Background: an optimization exercise with open tools, aiming at small area, a short achievable clock period and few clock cycles per item. Do not read the settings as production practice.
In this exercise RTL edits were held to simulation tests only and were not proved equivalent to the original.

File: design/flow/config.mk
export PLATFORM = sky130hd
export DESIGN_NAME = unison_polyblep_saw_oscillator
export DESIGN_NICKNAME = unison_polyblep_saw_oscillator
export VERILOG_FILES = /design/flow/design.v
export SDC_FILE = /design/flow/constraint.sdc
export NUM_CORES = 4
export LEC_CHECK = 0
export CAP_MARGIN = 20
export CORE_MARGIN = 2
export CORE_UTILIZATION = 40
export PLACE_DENSITY = 0.6
export SETUP_SLACK_MARGIN = 5
export SLEW_MARGIN = 20
File: design/flow/constraint.sdc
create_clock -name core_clock -period 12.5 [get_ports {clk}]
set_input_delay 2.5000 -clock core_clock [delete_from_list [all_inputs] [get_ports {clk}]]
set_output_delay 2.5000 -clock core_clock [all_outputs]
set_load 0.01 [all_outputs]
File: design/flow/design.v
package ups_pkg;
  localparam int MAX_VOICES = 5;
  localparam int PHASE_BITS = 32;
  localparam int VOICE_W    = $clog2(MAX_VOICES);
  localparam int CNT_W      = $clog2(MAX_VOICES + 1);
  localparam int SUM_W      = PHASE_BITS + 8;
  localparam int DIV_CNT_W  = $clog2(SUM_W);
  localparam int OUT_W      = 16;
  localparam int OUT_SHIFT  = PHASE_BITS - (OUT_W - 1);
  localparam int RECIP_FRAC = 16;
  localparam int CFG_IDX_W  = 3;
  localparam int CFG_DATA_W = 32;
  localparam int COUNT_W    = 3;
  localparam logic [PHASE_BITS-1:0] BLEP_WIDTH_RST = PHASE_BITS'(39370533);
  localparam logic [31:0]           BLEP_RECIP_RST = 32'd7149335;
  localparam logic [COUNT_W-1:0]    VOICE_COUNT_RST = COUNT_W'(1);
  localparam logic [PHASE_BITS-1:0] INCREMENT_RST  = PHASE_BITS'(39370533);
  typedef enum logic [CFG_IDX_W-1:0] {
    REG_BLEP_WIDTH  = 3'd0,
    REG_BLEP_RECIP  = 3'd1,
    REG_VOICE_COUNT = 3'd2,
    REG_INC_ZERO    = 3'd3,
    REG_INC_ONE     = 3'd4,
    REG_INC_TWO     = 3'd5,
    REG_INC_THREE   = 3'd6,
    REG_INC_FOUR    = 3'd7
  } cfg_reg_t;
endpackage
import ups_pkg::*;
module unison_polyblep_saw_oscillator (
  input  logic                         clk,
  input  logic                         rst,
  input  logic                         in_valid,
  output logic                         in_ready,
  input  logic                         restart,
  output logic                         out_valid,
  input  logic                         out_ready,
  output logic signed [OUT_W-1:0]      sample_out,
  input  logic                         cfg_valid,
  output logic                         cfg_ready,
  input  logic        [CFG_IDX_W-1:0]  cfg_index,
  input  logic        [CFG_DATA_W-1:0] cfg_data
);
  localparam int NV = MAX_VOICES;
  localparam int YW = 37;                  
  localparam int XW = 32 + YW;             
  localparam int GAW = 52;                 
  localparam int GBW = 49;                 
  function automatic logic [XW-1:0] booth_k();
    logic [XW-1:0] k;
    k = '0;
    for (int i = 0; i < 17; i++) k = k - (XW'(1) << (33 + 2*i));
    booth_k = k;
  endfunction
  localparam logic [XW-1:0] BOOTH_K = booth_k();
  function automatic logic [XW-1:0] booth_rows(input logic [31:0] a, input logic [31:0] b,
                                               input int lo, input int hi);
    logic [34:0]   bx;
    logic [XW-1:0] s;
    logic [2:0]    g;
    logic [32:0]   m;
    logic          ng;
    logic [33:0]   pp;
    bx = {2'b00, b, 1'b0};
    s  = '0;
    for (int i = lo; i <= hi; i++) begin
      g = bx[2*i +: 3];
      case (g)
        3'b001, 3'b010, 3'b101, 3'b110: m = {1'b0, a};
        3'b011, 3'b100:                 m = {a, 1'b0};
        default:                        m = '0;
      endcase
      ng = g[2] & ~(g[1] & g[0]);
      pp = ng ? ~{1'b0, m} : {1'b0, m};
      s  = s + (XW'({~pp[33], pp[32:0]}) << (2*i)) + (XW'(ng) << (2*i));
    end
    booth_rows = s;
  endfunction
  function automatic logic lt32(input logic [31:0] a, input logic [31:0] b);
    logic [31:0] l, e;
    l = ~a & b;
    e = ~(a ^ b);
    for (int w = 1; w < 32; w = w * 2) begin
      for (int i = 0; i < 32; i = i + 2 * w) begin
        l[i] = l[i+w] | (e[i+w] & l[i]);
        e[i] = e[i+w] & e[i];
      end
    end
    lt32 = l[0];
  endfunction
  function automatic logic [3:0] div_step(input logic [2:0] r, input logic b,
                                          input logic [5:1] n);
    logic q, r2, r1, r0;
    q  = (n[1] & b) | (n[2] & r[0]) | (n[3] & (r[1] | (r[0] & b))) | (n[4] & r[1]) |
         (n[5] & (r[2] | (r[1] & (r[0] | b))));
    r2 = n[5] & ((r[1] & ~r[0] & ~b) | (r[2] & b));
    r1 = (n[3] & ((r[0] & ~b) | (r[1] & b))) | (n[4] & r[0]) |
         (n[5] & ((r[0] & (~r[1] | b)) | (r[2] & ~b)));
    r0 = (n[2] & b) | (n[3] & ((~r[1] & ~r[0] & b) | (r[1] & ~b))) | (n[4] & b) |
         (n[5] & ((~r[2] & ~r[1] & b) | (((r[1] & r[0]) | r[2]) & ~b)));
    div_step = {q, r2, r1, r0};
  endfunction
  logic [31:0]   blep_width;
  logic [31:0]   blep_recip;
  logic [31:0]   increment [NV];
  logic [NV-1:0] act;                      
  logic [2:0]    nv;                       
  logic [5:1]    n1h;                      
  logic [31:0] phase [NV];
  logic [1:0]  qn;
  logic [1:0]  qr;
  logic          fv;                       
  logic [NV-1:0] pend;                     
  logic [31:0]   op_a;                     
  logic          op_no;                    
  logic [NV-1:0] op_v;                     
  logic [31:0]   tq0, tq1;                 
  logic          tq0_no, tq1_no;
  logic [1:0]    tq_n;
  logic          last_p;                   
  logic          bv, bsq, bno;             
  logic [GAW-1:0] ga;
  logic [GBW-1:0] gb;
  logic [YW-1:0] acc;                      
  logic          s2v, s3v;
  logic [YW-1:0] zs;                       
  logic [9:0]    y3;                       
  logic [2:0]    r3;                       
  logic [5:0]    q3;                       
  logic          neg3, big3;               
  assign in_ready  = (qn != 2'd2);
  assign cfg_ready = 1'b1;
  logic accept, head, head_rs;
  assign accept  = in_valid & in_ready;
  assign head    = (qn != 2'd0);
  assign head_rs = qr[0];
  logic s3_move, s2_move, s2_free;
  assign s3_move = s3v & (~out_valid | out_ready);
  assign s2_move = s2v & (~s3v | s3_move);
  assign s2_free = ~s2v | s2_move;
  logic eng_idle, ready_int, complete, load_flags, sel_new;
  assign eng_idle   = (pend == '0) & (tq_n == 2'd0) & ~bv;
  assign ready_int  = head & fv & (head_rs | eng_idle);
  assign complete   = ready_int & s2_free;
  assign load_flags = complete | ~fv;
  assign sel_new    = ready_int | ~fv;
  logic [31:0]   p_new [NV];
  logic [31:0]   neg_w;
  logic [NV-1:0] nz_c, no_c, win_c;
  assign neg_w = -blep_width;
  always_comb begin
    for (int v = 0; v < NV; v++) begin
      p_new[v] = ((ready_int & head_rs) ? 32'd0 : phase[v]) +
                 ((ready_int & act[v]) ? increment[v] : 32'd0);
      nz_c[v]  = act[v] & lt32(p_new[v], blep_width);
      no_c[v]  = act[v] & ~nz_c[v] & (blep_width != '0) & lt32(neg_w, p_new[v]);
    end
    win_c = nz_c | no_c;
  end
  logic eng_on, can_s, can_p, iss_s, iss_p, b_pos;
  assign eng_on = head & ~head_rs & fv;
  assign can_s  = (tq_n != 2'd0);
  assign can_p  = (pend != '0);
  assign b_pos  = bv & ~bsq;
  assign iss_s  = eng_on & can_s & (last_p | ~can_p);
  assign iss_p  = eng_on & ~iss_s & can_p & ((tq_n == 2'd0) | ((tq_n == 2'd1) & ~b_pos));
  logic [NV-1:0] nxt_mask, nxt_v;
  logic [31:0]   nxt_a;
  logic          nxt_no;
  always_comb begin
    nxt_mask = sel_new ? win_c : (pend & ~op_v);
    nxt_v    = nxt_mask & (~nxt_mask + NV'(1));
    nxt_a    = '0;
    nxt_no   = 1'b0;
    for (int v = 0; v < NV; v++) begin
      if (nxt_v[v]) begin
        nxt_a  = nz_c[v] ? p_new[v] : ~p_new[v];
        nxt_no = ~nz_c[v];
      end
    end
  end
  logic [31:0]   m_a, m_b;
  logic [32:0]   m_c;
  logic [XW-1:0] ga_full, gb_full;
  assign m_a = iss_s ? tq0 : op_a;
  assign m_b = iss_s ? tq0 : blep_recip;
  assign m_c = iss_s ? {tq0, 1'b1} : (op_no ? {1'b0, blep_recip} : 33'd0);
  assign ga_full = XW'(m_c) + booth_rows(m_a, m_b, 0, 8);
  assign gb_full = booth_rows(m_a, m_b, 9, 16);
  logic [XW-1:0] m_x;
  logic [31:0]   t_clamp;
  assign m_x = XW'(ga) + (XW'(gb) << 18) + BOOTH_K +
               (bsq ? {acc ^ {YW{bno}}, 32'd0} : XW'(0));
  assign t_clamp = (|m_x[63:48]) ? 32'hFFFF_FFFF : m_x[47:16];
  logic [YW-1:0] z_new;
  always_comb begin
    if (head_rs) z_new = ((blep_width != '0) ? YW'({nv, 32'd0}) : '0) + YW'({nv, 16'd0});
    else         z_new = (act[0] ? YW'({phase[0], 1'b0}) : '0) +
                         (act[1] ? YW'({phase[1], 1'b0}) : '0) +
                         (act[2] ? YW'({phase[2], 1'b0}) : '0) +
                         (act[3] ? YW'({phase[3], 1'b0}) : '0) +
                         (act[4] ? YW'({phase[4], 1'b0}) : '0) +
                         acc + YW'({nv, 16'd0});
  end
  logic        sneg, cin;
  logic [19:0] y;
  logic [2:0]  r2;
  logic [5:0]  q2;
  always_comb begin
    logic signed [4:0] zt;
    zt = $signed(zs[YW-1:32]);
    if (zt < $signed({2'b00, nv}))       sneg = 1'b1;
    else if (zt > $signed({2'b00, nv}))  sneg = 1'b0;
    else                                 sneg = (zs[31:19] == '0) && (zs[18:16] < nv);
    cin = sneg && (&zs[16:3]) && ({1'b0, zs[2:0]} >= 4'd9 - {1'b0, nv});
    y   = zs[YW-1:17] + 20'(cin);
    r2  = y[18:16];
    for (int i = 15; i >= 10; i--) begin
      {q2[i-10], r2} = div_step(r2, y[i], n1h);
    end
  end
  logic [2:0]  r4;
  logic [9:0]  q4;
  logic [15:0] smp;
  always_comb begin
    r4 = r3;
    for (int i = 9; i >= 0; i--) begin
      {q4[i], r4} = div_step(r4, y3[i], n1h);
    end
    if (neg3)      smp = 16'h8000;
    else if (big3) smp = 16'h7FFF;
    else           smp = {~q3[5], q3[4:0], q4};
  end
  always_ff @(posedge clk) begin
    if (rst) begin
      blep_width <= BLEP_WIDTH_RST;
      blep_recip <= BLEP_RECIP_RST;
      act        <= 5'b00001;
      nv         <= 3'd1;
      n1h        <= 5'b00001;
      for (int v = 0; v < NV; v++) begin
        increment[v] <= INCREMENT_RST;
        phase[v]     <= '0;
      end
      qn        <= '0;
      fv        <= 1'b0;
      pend      <= '0;
      tq_n      <= '0;
      bv        <= 1'b0;
      s2v       <= 1'b0;
      s3v       <= 1'b0;
      out_valid <= 1'b0;
    end else begin
      if (cfg_valid) begin
        case (cfg_index)
          3'd0: blep_width <= cfg_data;
          3'd1: blep_recip <= cfg_data;
          3'd2: begin
            case (cfg_data[2:0])
              3'd0, 3'd1: begin nv <= 3'd1; n1h <= 5'b00001; act <= 5'b00001; end
              3'd2:       begin nv <= 3'd2; n1h <= 5'b00010; act <= 5'b00011; end
              3'd3:       begin nv <= 3'd3; n1h <= 5'b00100; act <= 5'b00111; end
              3'd4:       begin nv <= 3'd4; n1h <= 5'b01000; act <= 5'b01111; end
              default:    begin nv <= 3'd5; n1h <= 5'b10000; act <= 5'b11111; end
            endcase
          end
          default: increment[cfg_index - 3'd3] <= cfg_data;
        endcase
      end
      fv <= ~cfg_valid;
      case ({accept, complete})
        2'b10:   qn <= qn + 2'd1;
        2'b01:   qn <= qn - 2'd1;
        default: ;
      endcase
      if (complete) begin
        for (int v = 0; v < NV; v++) phase[v] <= p_new[v];
      end
      bv <= iss_s | iss_p;
      case ({bv & ~bsq, iss_s})
        2'b10:   tq_n <= tq_n + 2'd1;
        2'b01:   tq_n <= tq_n - 2'd1;
        default: ;
      endcase
      if (load_flags) pend <= win_c;
      else if (iss_p) pend <= pend & ~op_v;
      if (complete)     s2v <= 1'b1;
      else if (s2_move) s2v <= 1'b0;
      if (s2_move)      s3v <= 1'b1;
      else if (s3_move) s3v <= 1'b0;
      if (s3_move)        out_valid <= 1'b1;
      else if (out_ready) out_valid <= 1'b0;
    end
  end
  always_ff @(posedge clk) begin
    case ({accept, complete})
      2'b10: if (qn == 2'd0) qr[0] <= restart; else qr[1] <= restart;
      2'b01: qr[0] <= qr[1];
      2'b11: begin
        if (qn == 2'd1) qr[0] <= restart;
        else begin qr[0] <= qr[1]; qr[1] <= restart; end
      end
      default: ;
    endcase
    ga  <= ga_full[GAW-1:0];
    gb  <= gb_full[GBW+17:18];
    bsq <= iss_s;
    bno <= iss_s ? tq0_no : op_no;
    if (iss_p) last_p <= 1'b1;
    else if (iss_s) last_p <= 1'b0;
    case ({bv & ~bsq, iss_s})
      2'b10: begin
        if (tq_n == 2'd0) begin tq0 <= ~t_clamp; tq0_no <= bno; end
        else              begin tq1 <= ~t_clamp; tq1_no <= bno; end
      end
      2'b01: begin
        tq0 <= tq1; tq0_no <= tq1_no;
      end
      2'b11: begin
        if (tq_n == 2'd1) begin tq0 <= ~t_clamp; tq0_no <= bno; end
        else begin
          tq0 <= tq1; tq0_no <= tq1_no;
          tq1 <= ~t_clamp; tq1_no <= bno;
        end
      end
      default: ;
    endcase
    if (bv & bsq) acc <= m_x[XW-1:32] ^ {YW{bno}};
    if (load_flags) begin
      acc    <= '0;
      last_p <= 1'b0;
    end
    if (load_flags | iss_p) begin
      op_a  <= nxt_a;
      op_no <= nxt_no;
      op_v  <= nxt_v;
    end
    if (complete) zs <= z_new;
    if (s2_move) begin
      y3   <= y[9:0];
      r3   <= r2;
      q3   <= q2;
      neg3 <= y[19];
      big3 <= (y[19:16] >= {1'b0, nv});
    end
    if (s3_move) sample_out <= smp;
  end
endmodule
File: design/flow/run.sh
#!/bin/bash
# synth_recipe.tcl (not shown) runs the flow's synth.tcl, then flattens the netlist and writes it again
# the make line also repeats each setting of config.mk as NAME=value (left out here)
make -C /OpenROAD-flow-scripts/flow DESIGN_CONFIG=/design/flow/config.mk WORK_HOME=/design/flow/orfs CLKGATE_MAP_FILE= SYNTH_SCRIPT=/design/flow/synth_recipe.tcl finish
==> results of run 1 <==
logic make-up (layout without fill, tap and decap cells):
family / count (synthesis) / after routing / synth area share (%)
fa+ha+maj: 1512 / 1512 / 27.18
mux: 8 / 8 / 0.09750
compound gates: 2415 / 2418 / 18.23
buf+inv: 1483 / 1810 / 6.502
simple gates: 2973 / 2982 / 16.64
flops: 713 / 713 / 20.56
other cells: 1 / 12 / 0.004362
xor+xnor: 1059 / 1061 / 10.79
critical path: cells and delay by family (launching register included):
| kind | cells | cell delay (ns) |
|---|---|---|
| buffers and inverters | 5 | 0.59 |
| AO/OA/AOI/OAI | 14 | 2.66 |
| AND/OR/NAND/NOR | 8 | 2.51 |
| adder cells (fa/ha/maj) | 6 | 2.75 |
| flip-flops | 1 | 0.33 |
| multiplexers | 1 | 0.23 |
final timing paths:
kind,from,endpoint,slack [ns],cells past startpoint
max reg2reg,pend[1]$_SDFFE_PP0P_,ga[51]$_DFF_P_,3.21,34
min,phase[0][1]$_SDFFE_PP0P_,phase[0][1]$_SDFFE_PP0P_,0.46,2
min reg2reg,phase[0][1]$_SDFFE_PP0P_,phase[0][1]$_SDFFE_PP0P_,0.46,2
max,pend[1]$_SDFFE_PP0P_,ga[51]$_DFF_P_,3.21,34
area by class of cell:
cell class,instances,area (µm²)
clock buffer,119,2492
clock inverter,53,787.0
antenna,11,27.53
tap,2838,3551
multi-input combinational,7982,68220
timing repair buffer,810,8881
sequential,713,17700
inverter,828,3137
fill,19990,109400
placed cells by master, fill, tap and decap left out, types with 106 or more instances in the layout:
cell type	Yosys	routed
a21oi_2	0	106
a21o_1	172	159
dfxtp_1	373	362
xor2_1	191	170
and3_1	167	161
nor2_1	759	707
fa_1	593	566
ha_1	919	868
a221oi_1	196	148
nand2_1	883	847
edfxtp_1	340	340
a21oi_1	852	676
o21ai_0	285	225
and2_1	408	373
nand3_1	139	129
xnor2_1	868	836
o22ai_1	241	227
nor3_1	141	124
inv_1	825	810
buf_4	1	517
per-stage QoR:
step                hold WS (ns)  area, µm²  setup WS, ns  cells  util [%]
floorplan                 0.4064      87380         4.227  10160         -
global placement          0.4436      91020         1.913  12670     42.49
finish                    0.4578     104800         3.208  13350     48.93
global route              0.4746     104800         3.049  13340     48.91
detailed placement        0.4428      91030         1.804  12670     42.50
CTS                       0.4570     102700         3.436  13250     47.96
state kept, by name (all words and copies together), names as in the netlist, 3 cells and up:
register,count
blep_recip,32
sample_out,16
tq1,32
n1h,4
tq0,32
ga,36
blep_width,32
phase,160
gb,49
op_a,32
zs,37
increment,160
acc,37
r3,3
pend,5
y3,10
act,4
op_v,5
q3,6
layer usage:
metal	up-vias	wire, µm
li1	35720	-
met1	40340	156400
met2	4640	164500
met3	1111	43300
met4	12	27100
met5	-	261
what timing repair did:
action / 4_1_cts / 5_1_grt
gates cloned: 53 / 6
pin swaps: 238 / 137
endpoints found under the setup margin: 172 / 147
setup buffers: 352 / 91
gates resized for setup: 832 / 234
==> reports/metrics.yaml, run 1 <==
outcome:
  status: "no timing/DRC/antenna violations"
cts:
  cts_buffers: 91
  clockBufferDepth: 3
  cts_hold_buf: 0
  clk_pin_slew_ns: 0.06
  htree_levels: 3
  cts_sinks: 713
  clk_latency_ns: 0.79
  clock-root-buffer: "clkbuf_16"
  cts_tree: "yes"
synthesis:
  yosys.area.top_type: "fa_1"
  yosysTopAreaCellShare_pct: 13.81
  synth_common_cells: "919 x ha_1, 883 x nand2_1, 868 x xnor2_1, 852 x a21oi_1, 825 x inv_1"
  syn_area_mm2: 0.08598
  post-synth-top-count-cell: "ha_1"
  synth-seq-cells: 713
  synth-edff-count: 340
  seq_area_frac_synth_pct: 20.56
  netlist_top_cells_area: "fa_1 14%, ha_1 13%, edfxtp_1 12%"
  synthesis.nets: 11720
  netlist_instances: 10160
  synth_ff_type: "dfxtp_1"
  synth_cell_types: 104
  ys_async_sr_fraction_pct: 0
  yosysWarnings: 3
  syn_area_per_cell_um2: 8.459
placed_design:
  dp_hpwl_um: 280000
  io_buffers: 58
  routabilityCongestion: 1.020
sta:
  fmax_ghz: 0.1076
  skew_ns: 0.09932
  maxSlewHeadroom_pct: 15.87
  period_share_pct: 74.34
  grt_setup_unrepaired: "yes"
  period_needed_ns: 9.292
  worst_slew_pin_slew_ns: 1.258
  final_max_slew_viol_count: 0
  setup_viol: 0
  tns_ns: 0
  finalHoldViolCount: 0
global_route:
  antenna_found_initial: 19
  grt-ovfl-total: 0
  use_met2_pct: 51.48
  grt_pass1_wl_um: 557800
  grtUsageTotal_pct: 34.80
  top_usage_layer: "met2"
  grt_max_degree: 86
  grt_pass1_vias: 78060
  grt_util_met3_pct: 9.274
  met1_usage_pct: 45.72
detailed_routing:
  drt_iter0_markers: 10460
  vias_per_cell: 6.127
  ant_nets: 0
  routed_wl_um: 391600
  drc: 0
  vias: 81830
  detail_route.first_pass.iterations: 7
  wl_per_cell_um: 29.32
flow_run:
  maxCapViolCount: 0
critical_path:
  end_kind: "flip-flop"
  cpMostUsedCell: "fa_1"
  critPathMaxStageDelay_ns: 0.58
  cp-start-kind: "flip-flop"
  cp.arrival_ns: 9.85
  crit_fanout: 22
  critPathKind: "reg -> reg"
  cpMaxStageDelayCell: "or4_4"
  worstPathRequired_ns: 13.06
floorplan:
  die_h_um: 467.6
  die_x_um: 467.6
  dieArea_mm2: 0.2187
  start_util_pct: 40.14
  io_pins: 60
  rows: 170
  core-area_mm2: 0.2142
worst_hold_path:
  hold_class: "reg -> reg"
cells_and_area:
  areaGrowthSynthToFinish_pct: 21.89
  drive_above_1_share_pct: 16.55
  fin_nets: 11980
Testbench counts, summed over its fixed seeds: cycles 10,890, samples 4,608.
==> run 2, diff against run 1 <==
--- a/design/flow/config.mk
+++ b/design/flow/config.mk
@@ -9,5 +9,4 @@
 export CORE_MARGIN = 2
 export CORE_UTILIZATION = 40
 export PLACE_DENSITY = 0.6
-export SETUP_SLACK_MARGIN = 5
 export SLEW_MARGIN = 20
==> run 2 against run 1 <==
Net effect: utilization shrank 5.2 points; critical path depth increased by 6; still clean; non-clock buffer count shrank 481; final cell count fell by 3.7%; global-route usage decreased by 3.0 points; hold slack got worse by 0.010 ns; critical path type unchanged; first-iteration DRC count is 20% lower; clock-buffer cell count shrank 7; critical endpoint is now op_a[20]$_DFFE_PP_.
==> reports/metrics.yaml, run 2 <==
outcome:
  status: "no timing/DRC/antenna violations"  # unchanged
synthesis:
  netlist_instances: 10160  # unchanged
  synth-xor-area-share_pct: 10.79  # unchanged
  synth_top_family_by_area: "adder cells"  # unchanged
  synth_ff_type: "dfxtp_1"  # unchanged
  ys_async_sr_fraction_pct: 0  # unchanged
  synth-compound-area-share_pct: 18.23  # unchanged
  post-synth-top-count-cell: "ha_1"  # unchanged
  synth_adder_area_share_pct: 27.18  # unchanged
  synth-simple-area-share_pct: 16.64  # unchanged
  netlist_top_cells_area: "fa_1 14%, ha_1 13%, edfxtp_1 12%"  # unchanged
  synth-edff-count: 340  # unchanged
  synth-seq-cells: 713  # unchanged
  seq_area_frac_synth_pct: 20.56  # unchanged
  synth_cell_types: 104  # unchanged
  syn_area_mm2: 0.08598  # unchanged
  synth_mux_area_share_pct: 0.09750  # unchanged
  yosysWarnings: 3  # unchanged
  synthesis.nets: 11720  # unchanged
  yosys.area.top_type: "fa_1"  # unchanged
  yosysTopAreaCellShare_pct: 13.81  # unchanged
  syn_area_per_cell_um2: 8.459  # unchanged
  synth_common_cells: "919 x ha_1, 883 x nand2_1, 868 x xnor2_1, 852 x a21oi_1, 825 x inv_1"  # unchanged
floorplan:
  io_pins: 60  # unchanged
  die_h_um: 467.6  # unchanged
  dieArea_mm2: 0.2187  # unchanged
  core-area_mm2: 0.2142  # unchanged
  start_util_pct: 40.14  # unchanged
  die_x_um: 467.6  # unchanged
  rows: 170  # unchanged
cts:
  htree_levels: 3  # unchanged
  clk_latency_ns: 0.77  # was 0.79 ns
  clk_pin_slew_ns: 0.06  # about the same
  cts_resized: 0  # was 832
  cts_hold_buf: 0  # unchanged
  cts_sinks: 713  # unchanged
  cts_tree: "yes"  # unchanged
  clock-root-buffer: "clkbuf_16"  # unchanged
  post_cts_buffers: 0  # was 352
  cts_buffers: 92  # was 91
  clockBufferDepth: 3  # unchanged
sta:
  tns_ns: 0  # unchanged
  finalHoldViolCount: 0  # unchanged
  maxSlewHeadroom_pct: 19.15  # was 15.87%
  final_max_slew_viol_count: 0  # unchanged
  layout_setup_ws_ns: 1.045  # was 3.208 ns
  hold_ws_ns: 0.4477  # was 0.4578 ns
  worst_slew_pin_slew_ns: 1.209  # was 1.258 ns
  setup_viol: 0  # unchanged
  period_needed_ns: 11.46  # was 9.292 ns
  grt_setup_unrepaired: "no"  # was yes
  fmax_ghz: 0.08730  # was 0.1076 GHz
  skew_ns: 0.06996  # was 0.09932 ns
  period_share_pct: 91.64  # was 74.34%
global_route:
  grt-ovfl-total: 0  # unchanged
  grt_pass1_wl_um: 514700  # was 557800 µm
  grtUsageTotal_pct: 31.82  # was 34.80%
  grt_pass1_vias: 74960  # was 78060
  grt_max_degree: 175  # was 86
  antenna_found_initial: 10  # was 19
placed_design:
  dp_hpwl_um: 273200  # was 280000 µm
  io_buffers: 58  # unchanged
  routabilityCongestion: 1.028  # was 1.020
  dp_slack_ns: 1.399  # was 1.804 ns
  dp.cells: 12680  # was 12670
critical_path:
  end_kind: "flip-flop"  # unchanged
  worst-path-stages: 40  # was 34
  cp_top_family: "compound AO/OA/AOI/OAI gates"  # was adder cells
  cp.arrival_ns: 11.90  # was 9.85 ns
  crit_fanout: 25  # was 22
  critPathMaxStageDelay_ns: 0.93  # was 0.58 ns
  r2r-end: "op_a[20]$_DFFE_PP_"  # was ga[51]$_DFF_P_
  cp-start-kind: "flip-flop"  # unchanged
  cpMaxStageDelayCell: "a2111oi_0"  # was or4_4
  rr_startpoint: "pend[0]$_SDFFE_PP0P_"  # was pend[1]$_SDFFE_PP0P_
  endpoint: "op_a[20]$_DFFE_PP_"  # was ga[51]$_DFF_P_
  cp-startpoint: "pend[0]$_SDFFE_PP0P_"  # was pend[1]$_SDFFE_PP0P_
  worstRegToRegCells: 40  # was 34
  critPathKind: "reg -> reg"  # unchanged
  worstPathRequired_ns: 12.94  # was 13.06 ns
  r2r_slack_ns: 1.04  # was 3.21 ns
  timing.critical_path.buf_inv: 5  # unchanged
  cpMostUsedCell: "a21oi_1"  # was fa_1
detailed_routing:
  top_layer_used: "met4"  # was met5
  ant_nets: 0  # unchanged
  drt-met1-wl_um: 147700  # was 156400 µm
  detail_route.first_pass.iterations: 7  # unchanged
  wl_met3_um: 34190  # was 43300 µm
  vias: 77100  # was 81830
  routed_wl_um: 354100  # was 391600 µm
  wl_per_cell_um: 27.55  # was 29.32 µm
  vias_per_cell: 5.998  # was 6.127
  met2WireLength_um: 152300  # was 164500 µm
  drt_iter0_markers: 8392  # was 10460
  drc: 0  # unchanged
cells_and_area:
  fin_nets: 11490  # was 11980
  drive_above_1_share_pct: 6.073  # was 16.55%
  reg_top3: "increment (160), phase (160), gb (49)"  # unchanged
  seqCellArea_mm2: 0.01769  # was 0.01770 mm²
  final_cell_mix: "919 x ha_1, 879 x nand2_1, 859 x xnor2_1"  # was 868 x ha_1, 847 x nand2_1, 836 x xnor2_1
  areaGrowthSynthToFinish_pct: 8.893  # was 21.89%
  multi_input_area_mm2: 0.06355  # was 0.06822 mm²
  fillers: 21080  # was 19990
  instances_no_fill: 12850  # was 13350
  final_common_cell: "ha_1"  # unchanged
worst_hold_path:
  hold_class: "reg -> reg"  # unchanged
flow_run:
  maxCapViolCount: 0  # unchanged
==> run 2: worst min path at each step <==
| stage | start | endpoint | slack [ns] | cells past startpoint |
|---|---|---|---|---|
| after floorplan | bno$_DFF_P_ | tq1_no$_DFFE_PP_ | 0.41 | 0 |
| after CTS | tq0_no$_DFFE_PP_ | bno$_DFF_P_ | 0.45 | 1 |
| after global routing | tq0_no$_DFFE_PP_ | bno$_DFF_P_ | 0.46 | 1 |
| after global placement | tq0_no$_DFFE_PP_ | bno$_DFF_P_ | 0.43 | 1 |
| after detailed placement | tq0_no$_DFFE_PP_ | bno$_DFF_P_ | 0.43 | 1 |
| final | tq0_no$_DFFE_PP_ | bno$_DFF_P_ | 0.45 | 1 |
==> run 2: area by class of cell <==
class / instances / share of cell area, %
clock buffer: 112 / 2.573
sequential: 713 / 18.89
antenna: 5 / 0.01336
timing repair buffer: 329 / 2.951
multi-input combinational: 7968 / 67.88
clock inverter: 61 / 0.5693
inverter: 828 / 3.325
tap: 2838 / 3.793
==> run 2: per-layer routing <==
layer	vias to the layer above	track usage, %
li1	34700	-
met1	37880	42.80
met2	3750	48.37
met3	763	6.758
met4	0	15.40
met5	-	0
==> run 2: through the flow <==
stage	utilization, %	area [µm²]
floorplan	-	85980
global placement	42.28	90550
detailed placement	42.32	90640
CTS	43.69	93580
global route	43.71	93620
finish	43.71	93620
==> run 2: logic make-up (layout without fill, tap and decap cells) <==
kind of cell | Yosys count | in the layout
buffers and inverters | 1483 | 1330
and+or+nand+nor | 2973 | 2973
other | 1 | 6
muxes | 8 | 8
adders and majority gates | 1512 | 1512
DFF | 713 | 713
AOI/OAI and AO/OA | 2415 | 2415
xor gates and xnor gates | 1059 | 1059

## port drivers added, routing unchanged
The results above use ideal ports. As a check the final layouts listed here were re-extracted and re-timed, cells and wires unchanged. Step 1 (the two cells are an assumption about what drives the block):
set clk [get_ports {clk}]
set_driving_cell -lib_cell sky130_fd_sc_hd__clkbuf_16 $clk
set_driving_cell -lib_cell sky130_fd_sc_hd__buf_2 [delete_from_list [all_inputs] $clk]
Step 2 moves the port delays by t, midway between the first and last clock arrival at a register: inputs arrive t later, outputs are due t later. That takes back most of the time a late clock gives input paths. Three values: no drivers, after step 1, after step 2; two values: the first two.
run | t, ns | setup slack, ns | worst setup path at the end | pins driven straight from the clock port
run 1 | 0.828 | 3.208 / 3.208 / 3.208 | register to register | 1
run 2 | 0.826 | 1.045 / 1.045 / 1.045 | register to register | 1
After both steps setup and hold are still met in every run listed.
